From an optimization exercise on the open Yosys and OpenROAD flow, aimed at small area; shortcuts taken in it are not production practice.
In this exercise RTL edits were held to simulation tests only and were not proved equivalent to the original.
Power and IR drop assume default switching activity.

===== design.v =====
package bfp_pkg;
  localparam int NUM_LANES      = 32;                  
  localparam int CODES_PER_WORD = 4;                   
  localparam int NUM_CODE_WORDS = NUM_LANES / CODES_PER_WORD;
  localparam logic [7:0] EXP_BIAS_SHIFT = 8'd15;
  localparam logic [31:0] INV_MASK = 32'h2A80_0000;
endpackage
`timescale 1ns/1ps
module sel_or8 (
  input  logic [7:0] d_i,
  input  logic [7:0] s_i,
  output logic       y_o
);
  assign y_o = |(d_i & s_i);
endmodule
module sel_or4 (
  input  logic [3:0] d_i,
  input  logic [3:0] s_i,
  output logic       y_o
);
  assign y_o = |(d_i & s_i);
endmodule
module sel_nor4 (
  input  logic       en_i,
  input  logic [3:0] d_i,
  input  logic [3:0] s_i,
  output logic       y_o
);
  assign y_o = en_i & ~|(d_i & s_i);
endmodule
module aoi222 (
  input  logic [2:0] a_i,
  input  logic [2:0] b_i,
  output logic       y_o
);
  assign y_o = ~|(a_i & b_i);
endmodule
module aoi22 (
  input  logic [1:0] a_i,
  input  logic [1:0] b_i,
  output logic       y_o
);
  assign y_o = ~|(a_i & b_i);
endmodule
module or_n11 (
  input  logic [10:0] n_i,
  output logic        y_o
);
  assign y_o = ~&n_i;
endmodule
module sel_or32 (
  input  logic [31:0] d_i,
  input  logic [31:0] s_i,
  output logic        y_o
);
  logic [10:0] p;   
  for (genvar k = 0; k < 10; k++) begin : g_p
    aoi222 i_aoi (.a_i(d_i[3*k +: 3]), .b_i(s_i[3*k +: 3]), .y_o(p[k]));
  end
  aoi22 i_aoi (.a_i(d_i[31:30]), .b_i(s_i[31:30]), .y_o(p[10]));
  or_n11 i_or (.n_i(p), .y_o(y_o));
endmodule
module dec3 (
  input  logic       en_i,
  input  logic [2:0] a_i,
  output logic [7:0] y_o
);
  always_comb begin
    for (int k = 0; k < 8; k++) y_o[k] = en_i & (a_i == 3'(k));
  end
endmodule
module dec3n (
  input  logic       en_i,
  input  logic       all_i,
  input  logic [2:0] a_i,
  output logic [7:0] y_o
);
  always_comb begin
    for (int k = 0; k < 8; k++) y_o[k] = ~(all_i | (en_i & (a_i == 3'(k))));
  end
endmodule
module dec2n (
  input  logic       en_i,
  input  logic       all_i,
  input  logic [1:0] a_i,
  output logic [3:0] y_o
);
  always_comb begin
    for (int k = 0; k < 4; k++) y_o[k] = ~(all_i | (en_i & (a_i == 2'(k))));
  end
endmodule
`timescale 1ns/1ps
module any_pp (
  input  logic [31:0] c_i,
  input  logic [31:0] e_i,
  output logic        m_o
);
  assign m_o = |(c_i & e_i);
endmodule
module any_nn (
  input  logic [31:0] c_i,
  input  logic [31:0] e_i,
  output logic        m_o
);
  assign m_o = |(~c_i & ~e_i);
endmodule
module any32 (
  input  logic [31:0] e_i,
  output logic        m_o
);
  assign m_o = |e_i;
endmodule
module gate_o21ai (
  input  logic a1_i,
  input  logic a2_i,
  input  logic b1_i,
  output logic y_o
);
  assign y_o = ~((a1_i | a2_i) & b1_i);
endmodule
module gate_nor2 (
  input  logic a_i,
  input  logic b_i,
  output logic y_o
);
  assign y_o = ~(a_i | b_i);
endmodule
module max_step_top (
  input  logic [31:0] e_i,       
  output logic        m_o,
  output logic [31:0] ncand_o
);
  any32 i_any (.e_i(e_i), .m_o(m_o));
  for (genvar i = 0; i < 32; i++) begin : g_c
    gate_nor2 i_g (.a_i(e_i[i]), .b_i(~m_o), .y_o(ncand_o[i]));
  end
endmodule
module max_step_n (
  input  logic [31:0] ncand_i,
  input  logic [31:0] en_i,      
  output logic        m_o,
  output logic [31:0] cand_o
);
  assign m_o    = |(~ncand_i & ~en_i);
  assign cand_o = ~(ncand_i | (en_i & {32{m_o}}));
endmodule
module max_step_p (
  input  logic [31:0] cand_i,
  input  logic [31:0] e_i,       
  output logic        m_o,
  output logic [31:0] ncand_o
);
  any_pp i_any (.c_i(cand_i), .e_i(e_i), .m_o(m_o));
  for (genvar i = 0; i < 32; i++) begin : g_c
    gate_o21ai i_g (.a1_i(e_i[i]), .a2_i(~m_o), .b1_i(cand_i[i]), .y_o(ncand_o[i]));
  end
endmodule
module max_step_last (
  input  logic [31:0] ncand_i,
  input  logic [31:0] en_i,      
  output logic        m_o
);
  any_nn i_any (.c_i(ncand_i), .e_i(en_i), .m_o(m_o));
endmodule
module shared_exp_calc (
  input  logic [bfp_pkg::NUM_LANES*8-1:0] exps_i,   
  output logic [7:0]                      shared_exp_o
);
  logic [7:0]  max_exp;
  logic [31:0] bits [8];
  logic [31:0] c6, c5, c4, c3, c2, c1, c0;
  always_comb begin
    for (int k = 0; k < 8; k++) begin
      for (int i = 0; i < 32; i++) bits[k][i] = exps_i[8*i + k];
    end
  end
  max_step_top  i_s7 (.e_i(bits[7]),                    .m_o(max_exp[7]), .ncand_o(c6));
  max_step_n    i_s6 (.ncand_i(c6), .en_i(bits[6]),     .m_o(max_exp[6]), .cand_o(c5));
  max_step_p    i_s5 (.cand_i(c5),  .e_i(bits[5]),      .m_o(max_exp[5]), .ncand_o(c4));
  max_step_n    i_s4 (.ncand_i(c4), .en_i(bits[4]),     .m_o(max_exp[4]), .cand_o(c3));
  max_step_p    i_s3 (.cand_i(c3),  .e_i(bits[3]),      .m_o(max_exp[3]), .ncand_o(c2));
  max_step_n    i_s2 (.ncand_i(c2), .en_i(bits[2]),     .m_o(max_exp[2]), .cand_o(c1));
  max_step_p    i_s1 (.cand_i(c1),  .e_i(bits[1]),      .m_o(max_exp[1]), .ncand_o(c0));
  max_step_last i_s0 (.ncand_i(c0), .en_i(bits[0]),     .m_o(max_exp[0]));
  assign shared_exp_o = (max_exp[7:4] != 4'd0) ? (max_exp - bfp_pkg::EXP_BIAS_SHIFT) : 8'd0;
endmodule
`timescale 1ns/1ps
module lane_quantizer (
  input  logic [12:0] lane_i,         
  input  logic [7:0]  shared_exp_i,
  input  logic [7:0]  floor_i,        
  output logic        keep_o,
  output logic [7:0]  code_o
);
  logic       sign;
  logic [7:0] exp;
  logic [3:0] frac;
  logic       below;
  logic [2:0] man;
  logic [3:0] d;
  assign {sign, exp, frac} = lane_i ^ bfp_pkg::INV_MASK[31:19];
  always_comb begin
    below = 1'b0;
    for (int k = 0; k < 8; k++) begin
      below = (~exp[k] & floor_i[k]) | (~exp[k] & below) | (floor_i[k] & below);
    end
  end
  assign keep_o = ~below;
  assign man = (frac[3:1] == 3'd7) ? 3'd7 : (frac[3:1] + {2'b00, frac[0]});
  always_comb begin
    logic b;
    b = 1'b0;
    for (int k = 0; k < 4; k++) begin
      d[k] = exp[k] ^ shared_exp_i[k] ^ b;
      b    = (~exp[k] & shared_exp_i[k]) | (~exp[k] & b) | (shared_exp_i[k] & b);
    end
  end
  assign code_o = {sign, d, man};
endmodule
`timescale 1ns/1ps
module bfp_quant_top (
  input  logic        clk_i,
  input  logic        rst_n_i,
  input  logic        wb_cyc_i,
  input  logic        wb_stb_i,
  input  logic        wb_we_i,
  input  logic [5:0]  wb_adr_i,
  input  logic [31:0] wb_dat_i,
  output logic        wb_ack_o,
  output logic [31:0] wb_dat_o
);
  logic           ack_q;
  logic           accept;
  logic           wr;
  logic [31:0]    wdat;
  logic [31:0]    lanes_q [32];
  logic [255:0]   exps;
  logic [7:0]     shared_exp;
  logic [7:0]     shexp_q;
  logic [7:0]     floor_exp;  
  logic [7:0]     hi8_n;      
  logic [7:0]     hi8_en_n;   
  logic [3:0]     lo4_rd;     
  logic [3:0]     lo4_rd_n;   
  logic [3:0]     lo4_wr_n;   
  logic [3:0]     keep;       
  logic [31:0]    code_raw;   
  logic [31:0]    lane_rd;    
  logic [31:0]    lane_en;    
  logic [2:0]     grp;
  logic [7:0]     grp_sel;    
  logic [51:0]    grp_f;      
  logic           code_hit;
  logic           shexp_hit;
  logic [31:0]    code_word;
  logic [31:0]    lane_word;
  logic [31:0]    rd_word;
  logic [31:0]    rd_dat_q;
  assign accept = wb_cyc_i & wb_stb_i & ~ack_q;
  assign wr     = accept & wb_we_i & ~wb_adr_i[5];
  always_ff @(posedge clk_i) begin
    ack_q <= rst_n_i & accept;
  end
  dec3n i_dec_hi  (.en_i(1'b1),         .all_i(1'b0),     .a_i(wb_adr_i[4:2]), .y_o(hi8_n));
  dec3n i_dec_hie (.en_i(1'b1),         .all_i(~rst_n_i), .a_i(wb_adr_i[4:2]), .y_o(hi8_en_n));
  dec2n i_dec_rd  (.en_i(~wb_adr_i[5]), .all_i(1'b0),     .a_i(wb_adr_i[1:0]), .y_o(lo4_rd_n));
  dec2n i_dec_wr  (.en_i(wr),           .all_i(~rst_n_i), .a_i(wb_adr_i[1:0]), .y_o(lo4_wr_n));
  assign lo4_rd = ~lo4_rd_n;
  assign wdat = (wb_dat_i & {32{rst_n_i}}) ^ bfp_pkg::INV_MASK;
  for (genvar i = 0; i < 32; i++) begin : g_lane
    assign lane_en[i] = ~(hi8_en_n[i/4] | lo4_wr_n[i%4]);
    assign lane_rd[i] = ~(hi8_n[i/4] | lo4_rd_n[i%4]);
    always_ff @(posedge clk_i) begin
      if (lane_en[i]) lanes_q[i] <= wdat;   
    end
    assign exps[8*i +: 8] = lanes_q[i][30:23];
  end
  shared_exp_calc i_shared_exp_calc (
    .exps_i       (exps),
    .shared_exp_o (shared_exp)
  );
  always_ff @(posedge clk_i) begin
    shexp_q <= shared_exp;
  end
  assign floor_exp = {shexp_q[7:1], shexp_q[0] | (shexp_q[7:1] == 7'd0)};
  assign code_hit  = wb_adr_i[5] & (wb_adr_i[4:3] == 2'b00) & (wb_adr_i[2:0] != 3'd0)
                   | wb_adr_i[5] & (wb_adr_i[4:0] == 5'd8);
  assign shexp_hit = wb_adr_i == 6'd32;
  assign grp       = wb_adr_i[5] ? (wb_adr_i[2:0] - 3'd1) : wb_adr_i[4:2];
  dec3 i_dec_grp (.en_i(1'b1), .a_i(grp), .y_o(grp_sel));
  for (genvar j = 0; j < 4; j++) begin : g_gl
    for (genvar b = 0; b < 13; b++) begin : g_gb
      logic [7:0] d;
      for (genvar g = 0; g < 8; g++) begin : g_d
        assign d[g] = lanes_q[4*g + j][19 + b];
      end
      sel_or8 i_sel (.d_i(d), .s_i(grp_sel), .y_o(grp_f[13*j + b]));
    end
  end
  for (genvar b = 0; b < 32; b++) begin : g_lw
    if (b >= 19 && bfp_pkg::INV_MASK[b]) begin : g_hin
      sel_nor4 i_sel (
        .en_i (~wb_adr_i[5]),
        .d_i  ({grp_f[39 + b - 19], grp_f[26 + b - 19], grp_f[13 + b - 19], grp_f[b - 19]}),
        .s_i  (lo4_rd),
        .y_o  (lane_word[b])
      );
    end else if (b >= 19) begin : g_hi
      sel_or4 i_sel (
        .d_i ({grp_f[39 + b - 19], grp_f[26 + b - 19], grp_f[13 + b - 19], grp_f[b - 19]}),
        .s_i (lo4_rd),
        .y_o (lane_word[b])
      );
    end else begin : g_lo
      logic [31:0] d;
      for (genvar i = 0; i < 32; i++) begin : g_d
        assign d[i] = lanes_q[i][b];
      end
      sel_or32 i_sel (.d_i(d), .s_i(lane_rd), .y_o(lane_word[b]));
    end
  end
  for (genvar j = 0; j < 4; j++) begin : g_q
    lane_quantizer i_lane_quantizer (
      .lane_i       ({grp_f[13*j + 12], grp_f[13*j + 4 +: 8], grp_f[13*j +: 4]}),
      .shared_exp_i (shexp_q),
      .floor_i      (floor_exp),
      .keep_o       (keep[j]),
      .code_o       (code_raw[8*j +: 8])
    );
    assign code_word[8*j +: 8] = {code_raw[8*j + 7] & code_hit,
                                  code_raw[8*j +: 7] & {7{code_hit & keep[j]}}};
  end
  assign rd_word = lane_word | code_word | {24'd0, shexp_q & {8{shexp_hit}}};
  always_ff @(posedge clk_i) begin
    rd_dat_q <= rd_word;
  end
  assign wb_ack_o = ack_q;
  assign wb_dat_o = rd_dat_q;
endmodule

===== flow/remap.ys.in =====
# Re-map the combinational logic of the standard synthesis for area. The
# flip-flops are kept as they are, with their names and cell types.
read_liberty -ignore_miss_func @LIB@
read_verilog @IN@
hierarchy -top bfp_quant_top
select -module sky130_fd_sc_hd__edfxtp_1
setattr -mod -set keep_hierarchy 1
select -clear
select -module sky130_fd_sc_hd__dfxtp_1
setattr -mod -set keep_hierarchy 1
select -clear
flatten
opt_clean -purge
abc -liberty @LIB@ -dont_use sky130_fd_sc_hd__probe_p_8 -dont_use sky130_fd_sc_hd__probec_p_8 -dont_use sky130_fd_sc_hd__lpflow_bleeder_1 -dont_use sky130_fd_sc_hd__lpflow_clkbufkapwr_1 -dont_use sky130_fd_sc_hd__lpflow_clkbufkapwr_16 -dont_use sky130_fd_sc_hd__lpflow_clkbufkapwr_2 -dont_use sky130_fd_sc_hd__lpflow_clkbufkapwr_4 -dont_use sky130_fd_sc_hd__lpflow_clkbufkapwr_8 -dont_use sky130_fd_sc_hd__lpflow_clkinvkapwr_1 -dont_use sky130_fd_sc_hd__lpflow_clkinvkapwr_16 -dont_use sky130_fd_sc_hd__lpflow_clkinvkapwr_2 -dont_use sky130_fd_sc_hd__lpflow_clkinvkapwr_4 -dont_use sky130_fd_sc_hd__lpflow_clkinvkapwr_8 -dont_use sky130_fd_sc_hd__lpflow_decapkapwr_12 -dont_use sky130_fd_sc_hd__lpflow_decapkapwr_3 -dont_use sky130_fd_sc_hd__lpflow_decapkapwr_4 -dont_use sky130_fd_sc_hd__lpflow_decapkapwr_6 -dont_use sky130_fd_sc_hd__lpflow_decapkapwr_8 -dont_use sky130_fd_sc_hd__lpflow_inputiso0n_1 -dont_use sky130_fd_sc_hd__lpflow_inputiso0p_1 -dont_use sky130_fd_sc_hd__lpflow_inputiso1n_1 -dont_use sky130_fd_sc_hd__lpflow_inputiso1p_1 -dont_use sky130_fd_sc_hd__lpflow_inputisolatch_1 -dont_use sky130_fd_sc_hd__lpflow_isobufsrc_1 -dont_use sky130_fd_sc_hd__lpflow_isobufsrc_16 -dont_use sky130_fd_sc_hd__lpflow_isobufsrc_2 -dont_use sky130_fd_sc_hd__lpflow_isobufsrc_4 -dont_use sky130_fd_sc_hd__lpflow_isobufsrc_8 -dont_use sky130_fd_sc_hd__lpflow_isobufsrckapwr_16 -dont_use sky130_fd_sc_hd__lpflow_lsbuf_lh_hl_isowell_tap_1 -dont_use sky130_fd_sc_hd__lpflow_lsbuf_lh_hl_isowell_tap_2 -dont_use sky130_fd_sc_hd__lpflow_lsbuf_lh_hl_isowell_tap_4 -dont_use sky130_fd_sc_hd__lpflow_lsbuf_lh_isowell_4 -dont_use sky130_fd_sc_hd__lpflow_lsbuf_lh_isowell_tap_1 -dont_use sky130_fd_sc_hd__lpflow_lsbuf_lh_isowell_tap_2 -dont_use sky130_fd_sc_hd__lpflow_lsbuf_lh_isowell_tap_4  -script @ABC@ -constr @CONSTR@
opt_clean -purge
hilomap -singleton -hicell sky130_fd_sc_hd__conb_1 HI -locell sky130_fd_sc_hd__conb_1 LO
setundef -zero
splitnets
opt_clean -purge
select bfp_quant_top
stat -liberty @LIB@
write_verilog -noattr -nohex -nodec -selected @OUT@

===== standard.sh =====
#!/bin/bash
# synth_recipe.tcl (not shown) runs the flow's synth.tcl, then flattens the netlist and writes it again
# the make line also repeats each setting of config.mk as NAME=value (left out here)
make -C /OpenROAD-flow-scripts/flow DESIGN_CONFIG=/design/flow/config.mk WORK_HOME=/design/flow/orfs CLKGATE_MAP_FILE= SYNTH_SCRIPT=/design/flow/synth_recipe.tcl "${@:-finish}"

===== flow/remap.abc =====
strash
&get -n
&dch -f
&nf -R 1000 -p
&put
topo
stime -c
buffer -c
upsize -c
dnsize -c

===== config.mk =====
export PLATFORM = sky130hd
export DESIGN_NAME = bfp_quant_top
export DESIGN_NICKNAME = bfp_quant_top
export VERILOG_FILES = /design/flow/design.v
export SDC_FILE = /design/flow/constraint.sdc
export NUM_CORES = 4
export LEC_CHECK = 0
export CAP_MARGIN = 20
export CORE_MARGIN = 2
export CORE_UTILIZATION = 60
export SETUP_SLACK_MARGIN = 1.5
export SLEW_MARGIN = 20
export SYNTH_HIERARCHICAL = 1
export SYNTH_MINIMUM_KEEP_SIZE = 0

===== constraint.sdc =====
create_clock -name core_clock -period 14.0 [get_ports {clk_i}]
set_input_delay 2.8000 -clock core_clock [delete_from_list [all_inputs] [get_ports {clk_i}]]
set_output_delay 2.8000 -clock core_clock [all_outputs]
set_load 0.01 [all_outputs]

===== flow/remap.constr =====
set_driving_cell sky130_fd_sc_hd__buf_1
set_load 5

===== flow/run.sh =====
#!/bin/bash
# The standard synthesis, its combinational logic re-mapped for area (the
# flip-flops are kept as they are), then the standard layout with a leaner
# clock tree (larger sink clusters driven by clkbuf_16, no dummy loads) and the
# smallest buffer on each port.
set -euo pipefail
export CTS_ARGS="-sink_clustering_enable -repair_clock_nets -dont_use_dummy_load -sink_buffer_max_cap_derate 1.0 -sink_clustering_max_diameter 200 -sink_clustering_size 22 -buf_list sky130_fd_sc_hd__clkbuf_16"
export BUFFER_PORTS_ARGS="-buffer_cell sky130_fd_sc_hd__buf_1"
R=orfs/results/${FLOW_PLATFORM}/bfp_quant_top/base
LIB=${FLOW_HOME}/platforms/${FLOW_PLATFORM}/lib/sky130_fd_sc_hd__tt_025C_1v80.lib
YOSYS=${FLOW_HOME}/../tools/install/yosys/bin/yosys
bash standard.sh synth > synth.log 2>&1
cp ${R}/1_2_yosys.v standard_synth.v
sed -e "s#@LIB@#${LIB}#g" -e "s#@IN@#standard_synth.v#" -e "s#@OUT@#remapped.v#" \
    -e "s#@ABC@#$(pwd)/flow/remap.abc#" -e "s#@CONSTR@#$(pwd)/flow/remap.constr#" flow/remap.ys.in > remap.ys
${YOSYS} -s remap.ys > remap.log 2>&1
cp remapped.v ${R}/1_2_yosys.v
rm -f ${R}/1_synth.odb ${R}/1_synth.sdc
bash standard.sh > standard.log 2>&1

==> impl_metrics.json <==
{
  "hold_class": "reg -> reg",
  "syn-cell-area_um2": 41200,
  "cp_slowest_stage_delay_ns": 0.51,
  "grt_pass1_vias": 26300,
  "num_rows": 96,
  "max_slew_margin": 0.244,
  "tns_ns": 0,
  "ys_warn_count": 15,
  "tritoncts": "yes",
  "port_buffers": 75,
  "gp_congestion": 1.00,
  "critical_path_arrival_ns": 12.15,
  "ant_nets": 0,
  "cts.sinks": 1065,
  "core_area_um2": 68200,
  "vias": 27800,
  "initial_utilization": 0.604,
  "synth_fp_nets": 2670,
  "dp.cells": 3551,
  "p_leak_nw": 13.4,
  "cts-root-buf": "clkbuf_16",
  "place_hpwl_mm": 90.2,
  "dieWidth_um": 266,
  "pwr-share-clk": 0.252,
  "insertion_delay_ns": 0.68,
  "clock.fmax_mhz": 86.2,
  "whs_path_depth": 1,
  "tightest_slew_ns": 1.13,
  "syn_area_per_cell_um2": 15.7,
  "setup_viol": 0,
  "instances_no_fill": 3611,
  "layout_common_cells": "edfxtp_1 (1024), a222oi_1 (178), a22oi_1 (170), nand2_1 (138), a21oi_1 (123)",
  "fin_skew_ns": 0.0856,
  "wire_per_inst_um": 38.9,
  "p_sw_frac": 0.267,
  "vias_per_cell": 7.71,
  "overflow": 0,
  "start_kind": "flip-flop",
  "timing.rr.end": "shexp_q[6]",
  "rsz0062_at_grt": "no",
  "maxCapViolCount": 0,
  "cts_resized": 0,
  "p_per_area_nw_per_um2": 145,
  "ioPinCount": 76,
  "path_clk_slew_ns": 0.10,
  "peakVddDrop_mv": 0.156,
  "timing.hold.ws_ns": 0.601,
  "htreeDepth": 2,
  "wirelength_mm": 141,
  "first_pass_iters": 10,
  "grt_pass1_wl_mm": 196,
  "grt_max_degree": 45,
  "fin_crit_ns": 11.60,
  "p_switching_mw": 1.72,
  "ff2ff_setup_slack_ns": 2.40,
  "die_h_um": 266,
  "crit_path_end_kind": "flip-flop",
  "cp_max_fo": 34,
  "route.detailed.drc": 0,
  "cts_buffer_depth": 3,
  "cp.required_ns": 14.55,
  "worst_path_most_repeated_cell": "buf_4",
  "fin_crit_sh": 0.829,
  "fin_nets": 2770,
  "p_int_mw": 4.72,
  "p_comb_frac": 0.134,
  "p_seq_frac": 0.614,
  "layout-drive-gt1-share": 0.0888,
  "drt_iter0_drc": 5708,
  "final_common_cell": "edfxtp_1",
  "crit_type": "reg -> reg",
  "maxSlewViolCount": 0,
  "syn2layout_area_growth_pct": 8.04,
  "die_area_um2": 70800,
  "outcome": "complete, no violations",
  "track_usage": 0.396,
  "cts_hold_buf": 0,
  "cts_buffers": 54,
  "postCtsSetupRepairBufs": 0,
  "grt_antenna_before_repair": 8,
  "hold_viol": 0,
  "cpMaxStageDelayCell": "nor3_4",
  "syn_inst": 2627,
  "r2r-start": "lanes_q[4][30]",
  "whs_endpoint": "rd_dat_q[14]",
  "hp-start": "lanes_q[10][14]",
  "reg2reg_depth": 52
}
-- layout make-up --
class / instances / area (um2)
Antenna cell: 4 / 10.0
Clock buffer: 54 / 1350
Timing Repair Buffer: 172 / 1010
Multi-Input combinational cell: 1431 / 9440
Inverter: 3 / 11.3
Tap cell: 882 / 1100
Sequential cell: 1065 / 31600
Fill cell: 4761 / 23700
-- flip-flops by register name, summed over array words and instances (netlist names) --
| name | count |
|---|---|
| shexp_q | 8 |
| rd_dat_q | 32 |
| ack_q | 1 |
| lanes_q | 1024 |
-- power groups by stage --
stage | Sequential (mW) | Clock (mW) | Combinational [mW]
2_1_floorplan | 3.95 | 0 | 0.477
3_3_place_gp | 4.01 | 0 | 0.819
3_5_place_dp | 4.02 | 0 | 0.828
4_1_cts | 3.95 | 1.61 | 0.831
5_1_grt | 3.97 | 1.71 | 0.892
6_report | 3.96 | 1.62 | 0.863
-- per-layer routing --
| layer | share of wire | vias to the layer above | global-route usage | wire (um) |
|---|---|---|---|---|
| met4 | 0.067 | 6 | 0.212 | 9380 |
| met2 | 0.47 | 2341 | 0.632 | 66200 |
| li1 | - | 11100 | - | - |
| met1 | 0.34 | 13900 | 0.527 | 48200 |
| met3 | 0.12 | 471 | 0.0677 | 16700 |
| met5 | 0.00026 | - | 0 | 37 |
-- through the flow --
stage               instance area [um2]  power, mW  utilization  worst slack (ns)
finish                            44500       6.44        0.652              2.40
global route                      44500       6.58        0.652              1.60
CTS                               44400       6.39        0.651              1.70
detailed placement                43100       4.85        0.632              1.78
global placement                  43100       4.83        0.632              1.79
floorplan                         41200       4.43            -              6.06
-- worst max-delay path, delay by kind of cell (launching register included) --
family          cells  cell delay [ns]
compound gates     17             3.28
buf+inv             6             1.64
flops               1             0.45
simple gates       29             6.07
-- worst max path at each step --
stage / cells after the start / end / slack, ns / start
after floorplan: 51 / shexp_q[6] / 6.06 / lanes_q[16][30]
after global placement: 52 / shexp_q[6] / 1.79 / lanes_q[17][30]
after detailed placement: 51 / shexp_q[5] / 1.78 / lanes_q[17][30]
after global routing: 52 / shexp_q[6] / 1.60 / lanes_q[20][30]
final: 52 / shexp_q[6] / 2.40 / lanes_q[4][30]
after CTS: 52 / shexp_q[6] / 1.70 / lanes_q[17][30]

==> static timing again, ports no longer ideal <==
The flow's constraints put no driver on any port. The routed layout listed below was extracted and timed again, unchanged, in two steps. Step 1: set_driving_cell puts a clkbuf_16 on clk_i and a buf_2 on each other input, an assumption about the parent block. Step 2 also shifts input and output timing later by t, the mid clock arrival at the registers, as if the neighbouring blocks saw the same clock. Three values: ideal ports, drivers, drivers and shift; two values: the first two.
t (ns): 0.707
setup slack, ns: 2.400 / 2.400 / 2.400
worst setup path at the end: register to register
After both steps setup and hold are still met in this run. For this run, drivers alone change the setup slack by 0.000 ns; drivers and shift together by 0.000 ns.
